What follows belongs to an exercise in optimizing a design on an open flow for a short achievable clock period and few clock cycles per item; a production flow would make more cautious choices.
No functional check of the RTL was part of any run shown here.
Power is estimated from default activity; no workload was simulated.

--- flow/run.sh ---
#!/bin/bash
# synth_recipe.tcl (not shown) runs the flow's synth.tcl, then flattens the netlist and writes it again
# the make line also repeats each setting of config.mk as NAME=value (left out here)
make -C /OpenROAD-flow-scripts/flow DESIGN_CONFIG=/design/flow/config.mk WORK_HOME=/design/flow/orfs CLKGATE_MAP_FILE= SYNTH_SCRIPT=/design/flow/synth_recipe.tcl finish
--- flow/config.mk ---
export PLATFORM = sky130hd
export DESIGN_NAME = conv_requant_packer
export DESIGN_NICKNAME = conv_requant_packer
export VERILOG_FILES = /design/flow/design.v
export SDC_FILE = /design/flow/constraint.sdc
export NUM_CORES = 4
export LEC_CHECK = 0
export ABC_CLOCK_PERIOD_IN_PS = 2000
export CAP_MARGIN = 20
export CORE_MARGIN = 2
export CORE_UTILIZATION = 40
export SETUP_SLACK_MARGIN = 5
export SLEW_MARGIN = 20
--- flow/constraint.sdc ---
create_clock -name core_clock -period 7.5 [get_ports {clk}]
set_input_delay 1.5000 -clock core_clock [delete_from_list [all_inputs] [get_ports {clk}]]
set_output_delay 1.5000 -clock core_clock [all_outputs]
set_load 0.01 [all_outputs]
--- flow/design.v ---
module conv_requant_packer #(
  parameter int DATA_WIDTH = 8,
  parameter int ACC_WIDTH  = 32,
  parameter int BUS_WIDTH  = 128,
  parameter int ADDR_WIDTH = 18
) (
  input  logic                  clk,
  input  logic                  rst,
  input  logic                  start,
  input  logic [ADDR_WIDTH-1:0] cfg_base_addr,
  input  logic [15:0]           cfg_scale,
  input  logic [4:0]            cfg_shift,
  input  logic [1:0]            cfg_act_mode,
  input  logic [DATA_WIDTH-1:0] cfg_clip_max,
  output logic                  busy,
  output logic                  done,
  input  logic                  in_valid,
  output logic                  in_ready,
  input  logic [ACC_WIDTH-1:0]  in_acc,
  input  logic [ACC_WIDTH-1:0]  in_bias,
  input  logic                  in_last,
  output logic                  out_valid,
  input  logic                  out_ready,
  output logic [ADDR_WIDTH-1:0] out_addr,
  output logic [BUS_WIDTH-1:0]  out_data,
  output logic                  out_last,
  output logic [15:0]           sat_count
);
  localparam int LANES = BUS_WIDTH / DATA_WIDTH;    
  localparam int PW    = 48;                        
  localparam int NB    = 9;                         
  logic busy_q, done_q, run_q, in_ready_q, first_q;
  logic [5:0] cnt_q;                    
  logic start_ok, accept, pop, out_free;
  logic [5:0] cnt_d;
  logic run_d;
  assign start_ok = start & ~busy_q;
  assign accept   = in_valid & in_ready_q;
  logic out_valid_q, out_last_q;
  assign pop      = out_valid_q & out_ready;
  assign out_free = ~out_valid_q | out_ready;
  assign busy      = busy_q;
  assign done      = done_q;
  assign in_ready  = in_ready_q;
  always_comb begin
    case ({accept, pop})
      2'b10:   cnt_d = cnt_q + 6'd1;
      2'b01:   cnt_d = cnt_q - 6'd16;
      2'b11:   cnt_d = cnt_q - 6'd15;
      default: cnt_d = cnt_q;
    endcase
    if (start_ok) cnt_d = '0;
    run_d = start_ok | (run_q & ~(accept & in_last));
  end
  always_ff @(posedge clk) begin
    if (rst) begin
      busy_q     <= 1'b0;
      done_q     <= 1'b0;
      run_q      <= 1'b0;
      in_ready_q <= 1'b0;
      first_q    <= 1'b0;
      cnt_q      <= '0;
    end else begin
      busy_q     <= start_ok | (busy_q & ~done_q);
      done_q     <= pop & out_last_q;
      run_q      <= run_d;
      in_ready_q <= run_d & ~cnt_d[5];
      first_q    <= start_ok;
      cnt_q      <= cnt_d;
    end
  end
  logic [15:0] scale_q;
  logic [4:0]  shift_q;
  logic [1:0]  mode_q;
  logic [7:0]  clip_q;
  always_ff @(posedge clk) begin
    if (!busy_q) begin
      scale_q <= cfg_scale;
      shift_q <= cfg_shift;
      mode_q  <= cfg_act_mode;
      clip_q  <= cfg_clip_max;
    end
  end
  logic [NB-1:0] bneg_q, bone_q, btwo_q;
  logic [PW-1:0] fmask_q;                
  logic [4:0]    sh_q;
  logic signed [9:0] hi_q, him1_q, lo_q, lom1_q;
  logic [7:0]    hib_q, lob_q;
  always_ff @(posedge clk) begin
    logic [17:0] y;
    logic signed [7:0] lo8, hi8;
    y = {2'b00, scale_q};
    for (int i = 0; i < NB; i++) begin
      logic ym1, y0, y1;
      ym1 = (i == 0) ? 1'b0 : y[2*i-1];
      y0  = y[2*i];
      y1  = y[2*i+1];
      bneg_q[i] <= y1 & ~(y0 & ym1);
      bone_q[i] <= y0 ^ ym1;
      btwo_q[i] <= (y1 & ~y0 & ~ym1) | (~y1 & y0 & ym1);
    end
    for (int k = 0; k < PW; k++) fmask_q[k] <= (k >= int'(shift_q) + 8);
    sh_q <= shift_q;
    case (mode_q)
      2'd1: begin lo8 = 8'sd0; hi8 = 8'sd127; end
      2'd2: begin
        if ($signed(clip_q) < 0) begin lo8 = $signed(clip_q); hi8 = $signed(clip_q); end
        else begin lo8 = 8'sd0; hi8 = $signed(clip_q); end
      end
      default: begin lo8 = -8'sd128; hi8 = 8'sd127; end
    endcase
    hi_q   <= 10'(hi8);
    him1_q <= 10'(hi8) - 10'sd1;
    lo_q   <= 10'(lo8);
    lom1_q <= 10'(lo8) - 10'sd1;
    hib_q  <= hi8;
    lob_q  <= lo8;
  end
  logic        v0, l0;
  logic [31:0] a0, b0;
  always_ff @(posedge clk) begin
    a0 <= in_acc;
    b0 <= in_bias;
    l0 <= in_last;
  end
  logic        v1, l1;
  logic signed [31:0] x1;
  always_ff @(posedge clk) begin
    logic [32:0] s;
    s  = {a0[31], a0} + {b0[31], b0};
    x1 <= (s[32] != s[31]) ? {s[32], {31{~s[32]}}} : s[31:0];
    l1 <= l0;
  end
  function automatic logic [2*PW-1:0] csa(input logic [PW-1:0] a, input logic [PW-1:0] b,
                                          input logic [PW-1:0] c);
    logic [PW-1:0] s, cy;
    s  = a ^ b ^ c;
    cy = ((a & b) | (a & c) | (b & c)) << 1;
    csa = {cy, s};
  endfunction
  logic        v2, l2;
  logic [PW-1:0] r2 [4];
  always_ff @(posedge clk) begin
    logic [PW-1:0] row [NB];
    logic [PW-1:0] m, t0, t1, t2, t3, t4, t5, u0, u1, u2, u3;
    for (int i = 0; i < NB; i++) begin
      m = '0;
      if (bone_q[i]) m = PW'(x1);
      if (btwo_q[i]) m = PW'(x1) << 1;
      if (bneg_q[i]) m = ~m;
      row[i] = m << (2 * i);
    end
    for (int i = 1; i < NB; i++)
      if (bneg_q[i-1]) row[i][2*i-2] = 1'b1;
    {t1, t0} = csa(row[0], row[1], row[2]);
    {t3, t2} = csa(row[3], row[4], row[5]);
    {t5, t4} = csa(row[6], row[7], row[8]);
    {u1, u0} = csa(t0, t1, t2);
    {u3, u2} = csa(t3, t4, t5);
    r2[0] <= u0;
    r2[1] <= u1;
    r2[2] <= u2;
    r2[3] <= u3;
    l2 <= l1;
  end
  logic        v3, l3;
  logic [PW-1:0] r3 [2];
  always_ff @(posedge clk) begin
    logic [PW-1:0] t0, t1, u0, u1;
    {t1, t0} = csa(r2[0], r2[1], r2[2]);
    {u1, u0} = csa(t0, t1, r2[3]);
    r3[0] <= u0;
    r3[1] <= u1;
    l3 <= l2;
  end
  logic        v4, l4;
  logic [PW-1:0] p4;
  always_ff @(posedge clk) begin
    p4 <= r3[0] + r3[1];
    l4 <= l3;
  end
  logic        v5, l5, fit5, sgn5;
  logic [9:0]  w5;
  always_ff @(posedge clk) begin
    logic [PW:0] p2;
    p2   = {p4, 1'b0};
    w5   <= 10'(p2 >> sh_q);
    fit5 <= &(~(p4 ^ {PW{p4[PW-1]}}) | ~fmask_q);
    sgn5 <= p4[PW-1];
    l5   <= l4;
  end
  logic        v6, l6, sat6;
  logic [7:0]  q6;
  always_ff @(posedge clk) begin
    logic signed [9:0] h;
    logic b, ge_hi, le_lo, sat_p, sat_n;
    logic [7:0] inc;
    h   = {w5[9], w5[9:1]};
    b   = w5[0];
    inc = h[7:0] + {7'd0, b};
    ge_hi = b ? (h >= him1_q) : (h >= hi_q);
    le_lo = b ? (h <= lom1_q) : (h <= lo_q);
    sat_p = b ? (h >= 10'sd127) : (h >= 10'sd128);
    sat_n = b ? (h <= -10'sd130) : (h <= -10'sd129);
    if (!fit5)      q6 <= sgn5 ? lob_q : hib_q;
    else if (ge_hi) q6 <= hib_q;
    else if (le_lo) q6 <= lob_q;
    else            q6 <= inc;
    sat6 <= ~fit5 | sat_p | sat_n;
    l6   <= l5;
  end
  always_ff @(posedge clk) begin
    if (rst) begin
      v0 <= 1'b0; v1 <= 1'b0; v2 <= 1'b0; v3 <= 1'b0;
      v4 <= 1'b0; v5 <= 1'b0; v6 <= 1'b0;
    end else begin
      v0 <= accept; v1 <= v0; v2 <= v1; v3 <= v2;
      v4 <= v3; v5 <= v4; v6 <= v5;
    end
  end
  logic [3:0]            idx_q;
  logic [BUS_WIDTH-1:0]  pack_q;
  logic [ADDR_WIDTH-1:0] addr_q;
  logic                  push;
  logic [BUS_WIDTH-1:0]  word;
  assign push = v6 & ((idx_q == 4'd15) | l6);
  always_comb begin
    word = pack_q;
    word[idx_q*8 +: 8] = q6;
  end
  always_ff @(posedge clk) begin
    if (rst) begin
      idx_q  <= '0;
      pack_q <= '0;
    end else if (v6) begin
      if (push) begin
        idx_q  <= '0;
        pack_q <= '0;
      end else begin
        idx_q  <= idx_q + 4'd1;
        pack_q <= word;
      end
    end
  end
  always_ff @(posedge clk) begin
    if (!busy_q)   addr_q <= cfg_base_addr;
    else if (push) addr_q <= addr_q + ADDR_WIDTH'(1);
  end
  logic                  skid_valid_q, skid_last_q;
  logic [BUS_WIDTH-1:0]  skid_data_q, out_data_q;
  logic [ADDR_WIDTH-1:0] skid_addr_q, out_addr_q;
  always_ff @(posedge clk) begin
    if (rst) begin
      out_valid_q  <= 1'b0;
      skid_valid_q <= 1'b0;
    end else begin
      if (out_free) begin
        out_valid_q  <= skid_valid_q | push;
        skid_valid_q <= skid_valid_q & push;
      end else begin
        skid_valid_q <= skid_valid_q | push;
      end
    end
  end
  always_ff @(posedge clk) begin
    if (out_free) begin
      if (skid_valid_q) begin
        out_data_q <= skid_data_q;
        out_addr_q <= skid_addr_q;
        out_last_q <= skid_last_q;
      end else begin
        out_data_q <= word;
        out_addr_q <= addr_q;
        out_last_q <= l6;
      end
    end
    if (push && (!out_free || skid_valid_q)) begin
      skid_data_q <= word;
      skid_addr_q <= addr_q;
      skid_last_q <= l6;
    end
  end
  assign out_valid = out_valid_q;
  assign out_data  = out_data_q;
  assign out_addr  = out_addr_q;
  assign out_last  = out_last_q;
  logic [15:0] sat_cnt_q;
  always_ff @(posedge clk) begin
    if (rst || first_q)                      sat_cnt_q <= '0;
    else if (v6 && sat6 && sat_cnt_q != 16'hFFFF) sat_cnt_q <= sat_cnt_q + 16'd1;
  end
  assign sat_count = sat_cnt_q;
endmodule
==> impl_metrics.sql, run 1 <==
INSERT INTO impl_metrics (metric_group, metric, value, unit) VALUES
('outcome', 'status', 'complete, no violations', ''),
('synthesis', 'mappedNetlistNets', '5220', ''),
('synthesis', 'yosys.area_share.adder', '0.136', ''),
('final_layout', 'stdcell_count', '6733', ''),
('worst_setup_path', 'cp-end-kind', 'output pin', ''),
('place', 'placedInstanceArea', '55700', 'um^2'),
('timing', 'timing.final.crit_share', '0.389', ''),
('floorplan', 'die_footprint', '131000', 'um^2'),
('synthesis', 'synth_cells', '4694', ''),
('timing', 'timing_hold_violations_final', '0', ''),
('worst_setup_path', 'crit_path_start_kind', 'register', ''),
('global_route', 'grt.overflow.total', '0', ''),
('timing', 'achievable_clock_frequency', '342', 'MHz'),
('synthesis', 'ys.warnings.count', '4', ''),
('synthesis', 'ys_types', '86', ''),
('synthesis', 'netlist_top_cells_area', 'sky130_fd_sc_hd__dfxtp_1 (27%), sky130_fd_sc_hd__edfxtp_1 (20%), sky130_fd_sc_hd__fa_1 (9.5%)', ''),
('worst_setup_path', 'critical_path_arrival', '1.42', 'ns'),
('global_route', 'grt_start_max_net_pins', '107', ''),
('global_route', 'grt.total_usage', '0.208', ''),
('timing', 'tns', '0', 'ns'),
('power', 'powerDensity', '361', 'nW/um^2'),
('final_layout', 'layout-drive-gt1-share', '0.216', ''),
('synthesis', 'synth_top_area_cell', 'sky130_fd_sc_hd__dfxtp_1', ''),
('final_layout', 'mostFrequentLayoutCells', 'sky130_fd_sc_hd__dfxtp_1 (604), sky130_fd_sc_hd__nand2_1 (385), sky130_fd_sc_hd__edfxtp_1 (343)', ''),
('synthesis', 'synthFlopType', 'sky130_fd_sc_hd__dfxtp_1', ''),
('clock_network', 'worstSkewPairLatency', '0.76', 'ns'),
('clock_network', 'clock_tree.htree_level_count', '3', ''),
('drt', 'viasPerCell', '5.31', ''),
('drt', 'drc', '0', ''),
('worst_setup_path', 'crit_path_top_delay_cell', 'sky130_fd_sc_hd__edfxtp_1', ''),
('clock_network', 'numCtsBuffers', '108', ''),
('clock_network', 'max-clock-path-buffers', '3', ''),
('floorplan', 'initial_cell_density_of_the_core', '0.403', ''),
('worst_hold_path', 'worst_hold_path_type', 'register to register', ''),
('synthesis', 'synth_sequential_area_ratio', '0.475', ''),
('drt', 'detail_route.wirelength', '142', 'mm'),
('worst_setup_path', 'worstPathBufferInverterCount', '1', ''),
('worst_setup_path', 'timing.critical_path.max_delay_family', 'flip-flops', ''),
('synthesis', 'synth_top_family_by_area', 'adder cells', ''),
('timing', 'timing_max_transition_violations_final', '0', ''),
('final_layout', 'finish.net_count', '5501', ''),
('worst_setup_path', 'cp_slowest_stage_delay', '0.47', 'ns'),
('power', 'vdd.ir_drop.worst', '0.250', 'mV'),
('final_layout', 'design_area', '62300', 'um^2'),
('synthesis', 'ys_seq_elements', '1045', ''),
('timing', 'final.min_clock_period', '2.92', 'ns'),
('synthesis', 'synth-xor-area-share', '0.0670', ''),
('synthesis', 'synthesis.area', '51300', 'um^2'),
('worst_setup_path', 'crit_path_max_fanout', '1', ''),
('drt', 'initialDrtViolationCount', '2690', ''),
('drt', 'route.detailed.wl_per_inst', '21.1', 'um'),
('final_layout', 'layout.cells.most_common', 'sky130_fd_sc_hd__dfxtp_1', ''),
('floorplan', 'core-area', '127000', 'um^2'),
('drt', 'topRoutingLayerUsed', 'met4', ''),
('drt', 'met1_length', '60.6', 'mm'),
('drt', 'ant_nets', '0', ''),
('timing', 'clock_skew', '0.0765', 'ns'),
('timing', 'worst_pin_slew', '0.948', 'ns'),
('flow_run', 'max_cap_viol_count', '0', ''),
('synthesis', 'async_reset_ff_frac', '0', ''),
('final_layout', 'fillerInstances', '11300', ''),
('power', 'static-leakage-power', '25.7', 'nW'),
('floorplan', 'pin_count', '286', ''),
('clock_network', 'cts_tree', 'yes', ''),
('synthesis', 'synth_enable_flop_cells', '343', ''),
('synthesis', 'synth.area.mux_share', '0.0612', ''),
('global_route', 'grt_pass1_vias', '35200', ''),
('worst_setup_path', 'critPathRequiredTime', '6.00', 'ns'),
('floorplan', 'std_cell_rows', '131', ''),
('drt', 'route.met2.wl', '67.0', 'mm'),
('final_layout', 'areaGrowthSynthToFinish', '21.5', '%');
## routing by layer
layer	GRT usage	vias to the layer above
met3	0.0353	293
met1	0.273	17400
met2	0.344	1309
li1	-	16800
met4	0.0751	0
met5	0	-
## final cells by class
type | count | area [um^2] | area share
inverters | 222 | 847 | 0.0136
clock buffers | 147 | 3070 | 0.0494
well taps | 1662 | 2080 | 0.0334
repair buffers | 472 | 4520 | 0.0725
repair inverters | 2 | 12.5 | 0.000201
multi-input cells | 3124 | 26500 | 0.426
flip-flops and latches | 1045 | 24500 | 0.394
clock inverters | 59 | 696 | 0.0112
## report_power, final
part | total, mW | internal [mW] | switching (mW)
Combinational | 8.55 | 3.93 | 4.63
Sequential | 8.37 | 7.13 | 1.24
Clock | 5.56 | 3.19 | 2.37
## per-stage QoR
step	setup slack [ns]	total power [mW]
2_1_floorplan	3.16	13.3
3_3_place_gp	3.36	16.0
3_5_place_dp	3.32	16.2
4_1_cts	4.49	22.3
5_1_grt	4.52	23.9
6_report	4.58	22.5
## worst paths after layout
kind	startpoint	endpoint	slack, ns	cells after the start
setup reg to reg	a0[4]	x1[30]	4.68	11
hold / removal	l3	l4	0.33	0
hold reg to reg	l3	l4	0.33	0
setup / recovery	out_data_q[124]	out_data[124]	4.58	1
## registers in the layout, summed over array words and instances, names as in the netlist, 9 cells and up
| register | cells |
|---|---|
| him1_q | 9 |
| sat_cnt_q | 16 |
| scale_q | 16 |
| a0 | 32 |
| pack_q | 128 |
| p4 | 48 |
| out_data_q | 128 |
| w5 | 10 |
| b0 | 32 |
| fmask_q | 47 |
| out_addr_q | 18 |
| skid_data_q | 128 |
| lom1_q | 9 |
| skid_addr_q | 18 |
| x1 | 32 |
| bone_q | 9 |
| r2 | 160 |
| r3 | 91 |
| addr_q | 18 |
## synth_stat cells (all sizes together) (53+ instances only)
master	n
xnor2	175
dfxtp	702
and2	61
a22oi	143
inv	221
nand2	401
a21oi	251
mux2	208
ha	164
xor2	217
a21o	53
o21ai	207
clkbuf	267
nor2	269
nor2b	173
fa	243
edfxtp	343
## repair_timing
action                     in CTS  in global routing
setup endpoints to repair    1039                616
buffers inserted               89                 45
pin swaps                      66                 72
cloned                         16                  8
gates resized for setup       984                191
## cell families after synthesis
logic type                 after synthesis
buffers and inverters                  532
adders and majority gates              411
and+or+nand+nor                       1111
xor gates and xnor gates               392
muxes                                  265
AOI/OAI and AO/OA                      938
DFF                                   1045
==> run 2, diff against run 1 <==
--- a/flow/config.mk
+++ b/flow/config.mk
@@ -10,3 +10,5 @@
 export CORE_MARGIN = 2
-export CORE_UTILIZATION = 40
+export CORE_UTILIZATION = 60
+export CTS_CLUSTER_DIAMETER = 80
+export CTS_CLUSTER_SIZE = 30
 export SETUP_SLACK_MARGIN = 5
==> impl_metrics.sql, run 2 <==
INSERT INTO impl_metrics (metric_group, metric, value, unit) VALUES
('outcome', 'status', 'complete, no violations', ''),
('synthesis', 'synthesis.area_per_instance', '10.9', 'um^2'),
('floorplan', 'initial_cell_density_of_the_core', '0.604', ''),
('flow_run', 'max_cap_viol_count', '0', ''),
('power', 'power.share.combinational', '0.426', ''),
('power', 'powerDensity', '337', 'nW/um^2'),
('worst_setup_path', 'r2r-end', 'x1[23]', ''),
('power', 'power.internal', '12.4', 'mW'),
('final_layout', 'area_taken_by_multi_input_logic_gates', '26500', 'um^2'),
('power', 'p_sw', '7.72', 'mW'),
('global_route', 'grt.overflow.total', '0', ''),
('drt', 'ant_nets', '0', ''),
('final_layout', 'antenna_cells', '0', ''),
('clock_network', 'clock_sinks', '1045', ''),
('drt', 'via_count', '35800', ''),
('global_route', 'grt_first_pass_wirelength', '198', 'mm'),
('clock_network', 'worstSkewPairLatency', '0.65', 'ns'),
('final_layout', 'stdcell_count', '6094', ''),
('drt', 'detail_route.wirelength', '134', 'mm'),
('worst_setup_path', 'critical_path_arrival', '3.47', 'ns'),
('drt', 'initialDrtViolationCount', '3139', ''),
('worst_setup_path', 'cp-end-kind', 'register', ''),
('timing', 'final.min_clock_period', '2.93', 'ns'),
('final_layout', 'largest_reg_flops', '160', ''),
('global_route', 'grt_pass1_vias', '34800', ''),
('global_route', 'initial_antenna_violation_count', '0', ''),
('power', 'switch_share', '0.385', ''),
('synthesis', 'synth-compound-area-share', '0.119', ''),
('synthesis', 'synthesis.area', '51300', 'um^2'),
('timing', 'rsz0062_at_grt', 'yes', ''),
('clock_network', 'cts-root-buf', 'sky130_fd_sc_hd__clkbuf_16', ''),
('timing', 'timing.max_slew.rel_slack', '0.302', ''),
('synthesis', 'synth_enable_flop_cells', '343', ''),
('synthesis', 'yosys.area_share.adder', '0.136', ''),
('clock_network', 'clock_tree.htree_level_count', '2', ''),
('synthesis', 'mappedNetlistNets', '5220', ''),
('place', 'hpwl', '84.4', 'mm'),
('final_layout', 'areaGrowthSynthToFinish', '16.1', '%'),
('drt', 'drc', '0', ''),
('synthesis', 'synth_top_area_cell', 'sky130_fd_sc_hd__dfxtp_1', ''),
('global_route', 'grt.total_usage', '0.289', ''),
('place', 'pre_cts_ws', '3.54', 'ns'),
('worst_setup_path', 'reg2reg_depth', '12', ''),
('timing', 'clock_skew', '0.0345', 'ns'),
('synthesis', 'synth_top_family_by_area', 'adder cells', ''),
('floorplan', 'std_cell_rows', '107', ''),
('floorplan', 'die_footprint', '87800', 'um^2'),
('synthesis', 'post_synth_and_or_nand_nor_area_fraction', '0.103', ''),
('floorplan', 'die_w', '296', 'um'),
('synthesis', 'synthFlopType', 'sky130_fd_sc_hd__dfxtp_1', ''),
('synthesis', 'ys.warnings.count', '4', ''),
('final_layout', 'max_flop_register', 'r2', ''),
('worst_setup_path', 'reg2reg_setup_slack', '4.57', 'ns'),
('final_layout', 'design_area', '59500', 'um^2'),
('worst_setup_path', 'critPathRequiredTime', '8.03', 'ns'),
('drt', 'dr.pass1.iters', '8', ''),
('timing', 'timing_max_transition_violations_final', '0', ''),
('floorplan', 'pin_count', '286', ''),
('power', 'pwr-share-clk', '0.159', ''),
('timing', 'timing.final.setup_violations', '0', ''),
('clock_network', 'cts.reportedPaths.clkPinSlew', '0.11', 'ns'),
('worst_hold_path', 'holdPathStages', '0', ''),
('worst_hold_path', 'worst_hold_path_type', 'register to register', ''),
('final_layout', 'layout.cells.most_common', 'sky130_fd_sc_hd__dfxtp_1', ''),
('timing', 'final_critical_path_setup_slack', '4.57', 'ns'),
('final_layout', 'finish.net_count', '5441', ''),
('place', 'place.detailed.instances', '5848', ''),
('timing', 'worst_pin_slew', '1.05', 'ns'),
('synthesis', 'post_synth_most_frequent_cells', 'sky130_fd_sc_hd__dfxtp_1 (702), sky130_fd_sc_hd__nand2_1 (401), sky130_fd_sc_hd__edfxtp_1 (343), sky130_fd_sc_hd__nor2_1 (268), sky130_fd_sc_hd__clkbuf_1 (267)', ''),
('synthesis', 'synth_most_common_cell', 'sky130_fd_sc_hd__dfxtp_1', ''),
('synthesis', 'ys_seq_elements', '1045', ''),
('final_layout', 'fillerInstances', '6335', ''),
('worst_hold_path', 'worst_hold_startpoint', 'r3[0][2]', ''),
('worst_hold_path', 'hold_end', 'p4[2]', ''),
('synthesis', 'async_reset_ff_frac', '0', ''),
('drt', 'route.detailed.wl_per_inst', '21.9', 'um'),
('final_layout', 'mostFrequentLayoutCells', 'sky130_fd_sc_hd__dfxtp_1 (601), sky130_fd_sc_hd__nand2_1 (384), sky130_fd_sc_hd__edfxtp_1 (343)', ''),
('power', 'seq_power_share', '0.415', ''),
('place', 'port_buffers', '285', ''),
('synthesis', 'ys_types', '86', ''),
('worst_setup_path', 'worstReg2RegStart', 'a0[1]', ''),
('final_layout', 'ff_latch_area', '24500', 'um^2'),
('floorplan', 'floorplan.die.height', '296', 'um'),
('synthesis', 'synth_sequential_area_ratio', '0.475', ''),
('worst_setup_path', 'critical_path_class', 'register to register', ''),
('power', 'finalPower', '20.1', 'mW'),
('synthesis', 'synth-xor-area-share', '0.0670', ''),
('drt', 'viasPerCell', '5.88', ''),
('synthesis', 'synth.area.mux_share', '0.0612', ''),
('final_layout', 'layout-drive-gt1-share', '0.200', ''),
('clock_network', 'numCtsBuffers', '48', ''),
('timing', 'timing.final.crit_share', '0.391', ''),
('timing', 'achievable_clock_frequency', '341', 'MHz'),
('clock_network', 'max-clock-path-buffers', '3', ''),
('timing', 'timing_hold_violations_final', '0', ''),
('synthesis', 'synth_cells', '4694', ''),
('place', 'finalWeightedCongestion', '0.909', ''),
('place', 'placedInstanceArea', '55000', 'um^2'),
('floorplan', 'core-area', '84900', 'um^2'),
('power', 'vdd.ir_drop.worst', '0.235', 'mV'),
('synthesis', 'synth_top_area_share', '0.274', ''),
('synthesis', 'netlist_top_cells_area', 'sky130_fd_sc_hd__dfxtp_1 (27%), sky130_fd_sc_hd__edfxtp_1 (20%), sky130_fd_sc_hd__fa_1 (9.5%)', ''),
('clock_network', 'cts_tree', 'yes', ''),
('power', 'static-leakage-power', '24.6', 'nW'),
('worst_setup_path', 'crit_path_max_fanout', '7', ''),
('timing', 'tns', '0', 'ns'),
('worst_setup_path', 'crit_path_start_kind', 'register', ''),
('global_route', 'grt_start_max_net_pins', '148', '');
-- run 2: what timing repair did --
item                        CTS  global route
hold buffers                  0             0
pin swaps                    74           100
cloned                       13            12
resized for setup           950           205
setup buffers                75            61
setup endpoints to repair  1048           588
-- run 2: power groups by stage --
stage          Sequential, mW  Clock [mW]  Combinational [mW]
3_5_place_dp             8.37           0                7.64
2_1_floorplan            7.70           0                5.61
6_report                 8.33        3.19                8.55
3_3_place_gp             8.35           0                7.49
5_1_grt                  8.41        3.44                9.59
4_1_cts                  8.27        3.25                8.17
-- run 2: stage by stage --
step / utilization / hold slack (ns)
6_report: 0.701 / 0.337
3_5_place_dp: 0.648 / 0.313
4_1_cts: 0.681 / 0.338
2_1_floorplan: - / 0.310
5_1_grt: 0.701 / 0.342
3_3_place_gp: 0.648 / 0.311
-- run 2: critical path, cell delays in order, from the launching register on --
cell	delay, ns
sky130_fd_sc_hd__dfxtp_2	0.37
sky130_fd_sc_hd__ha_4	0.19
sky130_fd_sc_hd__a21o_1	0.20
sky130_fd_sc_hd__a211oi_4	0.30
sky130_fd_sc_hd__a211oi_2	0.12
sky130_fd_sc_hd__or3_4	0.37
sky130_fd_sc_hd__a311o_2	0.47
sky130_fd_sc_hd__a21oi_4	0.21
sky130_fd_sc_hd__buf_6	0.13
sky130_fd_sc_hd__buf_6	0.11
sky130_fd_sc_hd__nor3_4	0.05
sky130_fd_sc_hd__buf_6	0.14
sky130_fd_sc_hd__o21a_1	0.17
-- run 2: metal layers --
metal / share of wire / track usage / wire length, um
met1: 0.41 / 0.388 / 55300
met2: 0.48 / 0.487 / 63500
met3: 0.068 / 0.0349 / 9030
met4: 0.043 / 0.0983 / 5740
met5: 0 / 0 / 0
-- run 2: cells by family after synthesis --
group                      Yosys count
DFF                               1045
and+or+nand+nor                   1111
muxes                              265
adders and majority gates          411
AOI/OAI and AO/OA                  938
buffers and inverters              532
xor gates and xnor gates           392
-- run 2: worst max-delay path by stage --
stage	end	start	slack (ns)	depth (start not counted)
floorplan	skid_addr_q[0]	out_ready	3.16	3
global placement	skid_data_q[52]	out_ready	3.56	5
detailed placement	skid_data_q[54]	out_ready	3.54	5
CTS	x1[2]	a0[1]	4.63	12
global route	x1[23]	a0[1]	4.49	12
finish	x1[23]	a0[1]	4.57	12
-- run 2: cell type report --
class                   instances  area share
inverters                     222      0.0142
repair buffers                475      0.0763
flip-flops and latches       1045       0.413
clock inverters                23     0.00505
multi-input cells            3123       0.446
well taps                    1144      0.0241
clock buffers                  62      0.0218

re-timing with driven ports:
In the flow no input, the clock included, has a driving cell. The finished layouts below were timed again as built, in two steps. Step 1 assumes that a clkbuf_16 drives the clock port and a buf_2 every other input. Step 2 moves the port delays by t, midway between the first and last clock arrival at a register: inputs arrive t later, outputs are due t later. That takes back most of the time a late clock gives input paths. Slacks: no drivers / after step 1 / after step 2; pairs: no drivers / after step 1.
| run | shift t [ns] | setup WS [ns] | worst setup path at the end | clock arrival spread, ns | slew at the worst register clock pin (ns) |
|---|---|---|---|---|---|
| run 1 | 0.785 | 4.580 / 4.514 / 4.304 | input to register | 0.079 / 0.079 | 0.07 / 0.07 |
| run 2 | 0.697 | 4.566 / 4.566 / 4.415 | input to register | 0.035 / 0.035 | 0.12 / 0.12 |
After both steps setup and hold are still met in every run listed. The setup slack of run 1, which loses most, moves by -0.066 ns with the drivers and by -0.276 ns with both steps.
